Context: an optimization exercise on an open-source flow, tuned for small area, a short achievable clock period and few clock cycles. The choices shown serve that exercise and are no tape-out recipe.
In this exercise RTL edits were held to simulation tests only and were not proved equivalent to the original.

==> flow/design.v (excerpt) <==
module lottery_scheduler (
  input  logic           clk_i,
  input  logic           rst_ni,
  input  logic           in_valid_i,
  output logic           in_stall_o,
  input  logic [58:0]    in_req_i,
  output logic           out_valid_o,
  input  logic           out_stall_i,
  output logic [40:0]    out_res_o
);
Size in the first run: ~3600 cells after synthesis, ~470 flip-flops, ~110 I/O pins, about 36000 sq um of cells after synthesis.
Settings: LEC_CHECK=0, ABC_CLOCK_PERIOD_IN_PS=4000, CAP_MARGIN=10, CORE_MARGIN=2, CORE_UTILIZATION=40, CTS_BUF_LIST=sky130_fd_sc_hd__clkbuf_4 sky130_fd_sc_hd__clkbuf_8, SETUP_SLACK_MARGIN=3.0, SLEW_MARGIN=10, TNS_END_PERCENT=5; clock period 8.0 ns.
run.sh (not shown) runs the stock make flow with config.mk's settings and CLKGATE_MAP_FILE= SYNTH_SCRIPT=/design/flow/synth_recipe.tcl, a recipe that flattens the netlist after the stock synthesis.
Testbench counts at the start, summed over its fixed seeds: cycles 30,578.
==> next run, changes <==
--- a/flow/config.mk
+++ b/flow/config.mk
@@ -6,9 +6,9 @@
 export NUM_CORES = 4
 export LEC_CHECK = 0
+export ABC_AREA = 1
 export ABC_CLOCK_PERIOD_IN_PS = 4000
 export CAP_MARGIN = 10
 export CORE_MARGIN = 2
-export CORE_UTILIZATION = 40
-export CTS_BUF_LIST = sky130_fd_sc_hd__clkbuf_4 sky130_fd_sc_hd__clkbuf_8
+export CORE_UTILIZATION = 48
 export SETUP_SLACK_MARGIN = 3.0
 export SLEW_MARGIN = 10
What happened:
- final area grows by 3.3%
- wire length grows by 24%

---

red:
lottery_scheduler again, from the RTL that the note above started with.
clock: 8.0 ns
lec_check: 0
abc_area: 1
abc_clock_period_in_ps: 4000
cap_margin: 10
core_margin: 2
core_utilization: 40
setup_slack_margin: 3.5
slew_margin: 10
tns_end_percent: 5
Testbench counts of red, summed over its fixed seeds: cycles 30,578.
--- input diff red..blue ---
- a deleted ABC_AREA that had been 1
- a change of CAP_MARGIN from 10 to 20
- a change of SETUP_SLACK_MARGIN from 3.5 to 3.0
- a change of ABC_CLOCK_PERIOD_IN_PS from 4000 to 5000
- a change of SLEW_MARGIN from 10 to 20
Notes after the runs:
blue finished every step from synthesis to the final layout, and the layout passed the timing, DRC and antenna checks. A capture point of the worst path of gsel_q[1] is what blue shows, while in_stall_o belongs to red. Worst setup slack, red and blue, lower one = blue. Summary of blue over red: routed wire length decreased 25%, routed length on met2 decreased about 23%. NOTE synthesized cell count red->blue decreased by more than a quarter. Net count after synthesis shrinks by more than a quarter when moving from red to blue. flip-flop to primary output as the start-to-end type of the worst setup path was reported by red, and flip-flop to flip-flop by blue. Re area of all placed cells without fillers: red and blue aren't equal, and the lower value belongs to blue.
Input changes introduced in green (baseline for comparison: blue):
- an added ABC_AREA of 1
- an added PLACE_DENSITY of 0.75
- a change of ABC_CLOCK_PERIOD_IN_PS from 5000 to 4000
- a change of CAP_MARGIN from 20 to 10
- a change of SLEW_MARGIN from 20 to 10
==> results.txt <==
Maximum number of pins on one net before global-route repair was higher in the run labelled green.
Sort green and blue by share of the cycle needed by the critical path after routing desc -> top: blue

---

job 101:
lottery_scheduler again, from the RTL that the note above started with.
==> flow/config.mk <==
export PLATFORM = sky130hd
export DESIGN_NAME = lottery_scheduler
export DESIGN_NICKNAME = lottery_scheduler
export VERILOG_FILES = /design/flow/design.v
export SDC_FILE = /design/flow/constraint.sdc
export NUM_CORES = 4
export LEC_CHECK = 0
export ABC_CLOCK_PERIOD_IN_PS = 4000
export CAP_MARGIN = 10
export CORE_MARGIN = 2
export CORE_UTILIZATION = 40
export SETUP_SLACK_MARGIN = 3.5
export SLEW_MARGIN = 10
export TNS_END_PERCENT = 5
==> flow/constraint.sdc <==
create_clock -name core_clock -period 8.0 [get_ports {clk_i}]
set_input_delay 1.6000 -clock core_clock [delete_from_list [all_inputs] [get_ports {clk_i}]]
set_output_delay 1.6000 -clock core_clock [all_outputs]
set_load 0.01 [all_outputs]
Testbench counts of job 101, summed over its fixed seeds: cycles 30,578.
diff inputs: job 101 => job 102
# job 101
export LEC_CHECK = 0
export ABC_CLOCK_PERIOD_IN_PS = 4000
export CAP_MARGIN = 10
export CORE_MARGIN = 2
export CORE_UTILIZATION = 40
export SETUP_SLACK_MARGIN = 3.5
export SLEW_MARGIN = 10
export TNS_END_PERCENT = 5
create_clock -name core_clock -period 8.0 [get_ports {clk_i}]
# job 102
export LEC_CHECK = 0
export ABC_AREA = 1
export ABC_CLOCK_PERIOD_IN_PS = 4000
export CAP_MARGIN = 10
export CORE_MARGIN = 2
export CORE_UTILIZATION = 40
export SETUP_SLACK_MARGIN = 2.5
export SLEW_MARGIN = 10
export TNS_END_PERCENT = 5
create_clock -name core_clock -period 8.0 [get_ports {clk_i}]
[summary]
- From job 101 to job 102 the numbers moved as follows: final critical path time including I/O delays and setup -0.40 ns; via density per instance now smaller; worst slew margin relative to its limit now sits higher.
Modified inputs, job 103 compared to job 102
# job 102
export LEC_CHECK = 0
export ABC_AREA = 1
export ABC_CLOCK_PERIOD_IN_PS = 4000
export CAP_MARGIN = 10
export CORE_MARGIN = 2
export CORE_UTILIZATION = 40
export SETUP_SLACK_MARGIN = 2.5
export SLEW_MARGIN = 10
export TNS_END_PERCENT = 5
create_clock -name core_clock -period 8.0 [get_ports {clk_i}]
# job 103
export LEC_CHECK = 0
export ABC_CLOCK_PERIOD_IN_PS = 5000
export CAP_MARGIN = 20
export CORE_MARGIN = 2
export CORE_UTILIZATION = 40
export SETUP_SLACK_MARGIN = 3.0
export SLEW_MARGIN = 20
create_clock -name core_clock -period 8.0 [get_ports {clk_i}]
==> results.txt <==
- Looking at job 103 and job 102, the number of levels the H-tree was split into is a wash.
- The top layer used by detailed routing comes out met4 in one run and met5 in the other, namely in job 102 and job 103 respectively.
- Delta (job 103 minus job 102): number of clock sinks has remained practically unchanged; routed wire length has decreased; synthesized cell count has decreased.

---

lottery_scheduler again, from the RTL that the note above started with.
export LEC_CHECK = 0
export ABC_AREA = 1
export ABC_CLOCK_PERIOD_IN_PS = 4000
export CAP_MARGIN = 10
export CORE_MARGIN = 2
export CORE_UTILIZATION = 40
export SETUP_SLACK_MARGIN = 3.0
export SLEW_MARGIN = 10
export TNS_END_PERCENT = 0
create_clock -name core_clock -period 8.0 [get_ports {clk_i}]
The baseline finished clean.
Testbench counts at the start, summed over its fixed seeds: cycles 30,578.
Next try:
TNS_END_PERCENT = 5   (was 0)
=> Register-to-register slack degrades by 90 ps. Setup slack degrades by 85 ps. Worst hold slack is about the same. Routed wire length drops by about 0.9%. Synthesized cell count is unchanged.

==> re-timing with driven ports <==
Ports are ideal in the flow. The routed layouts listed here were re-timed in OpenROAD.
Step 1: set_driving_cell puts a clkbuf_16 on clk_i and a buf_2 on each other input, an assumption about the parent block.
Step 2 also shifts input and output timing later by t, the mid clock arrival at the registers, as if the neighbouring blocks saw the same clock.
a / b / c = no drivers / after step 1 / after step 2; a / b = the first two.
run | t (ns) | setup WS [ns] | worst slew at a driven data input, ns
the first run of note 1 | 0.764 | 2.200 / 2.171 / 2.067 | 0.05
the second run of note 1 | 0.694 | 2.704 / 2.628 / 2.220 | 0.05
red | 0.704 | 2.764 / 2.692 / 2.299 | 0.07
blue | 0.690 | 2.153 / 2.153 / 2.078 | 0.05
green | 0.686 | 2.811 / 2.811 / 2.377 | 0.08
job 101 | 0.673 | 2.176 / 2.170 / 2.176 | 0.05
job 102 | 0.691 | 2.579 / 2.506 / 2.202 | 0.05
job 103 | 0.695 | 2.142 / 2.142 / 2.142 | 0.05
the first run of note 4 | 0.695 | 2.783 / 2.783 / 2.475 | 0.07
the second run of note 4 | 0.698 | 2.697 / 2.697 / 2.310 | 0.06
After both steps setup and hold are still met in every run listed. For the second run of note 1, which loses most, drivers alone change the setup slack by -0.076 ns; drivers and shift together by -0.484 ns.
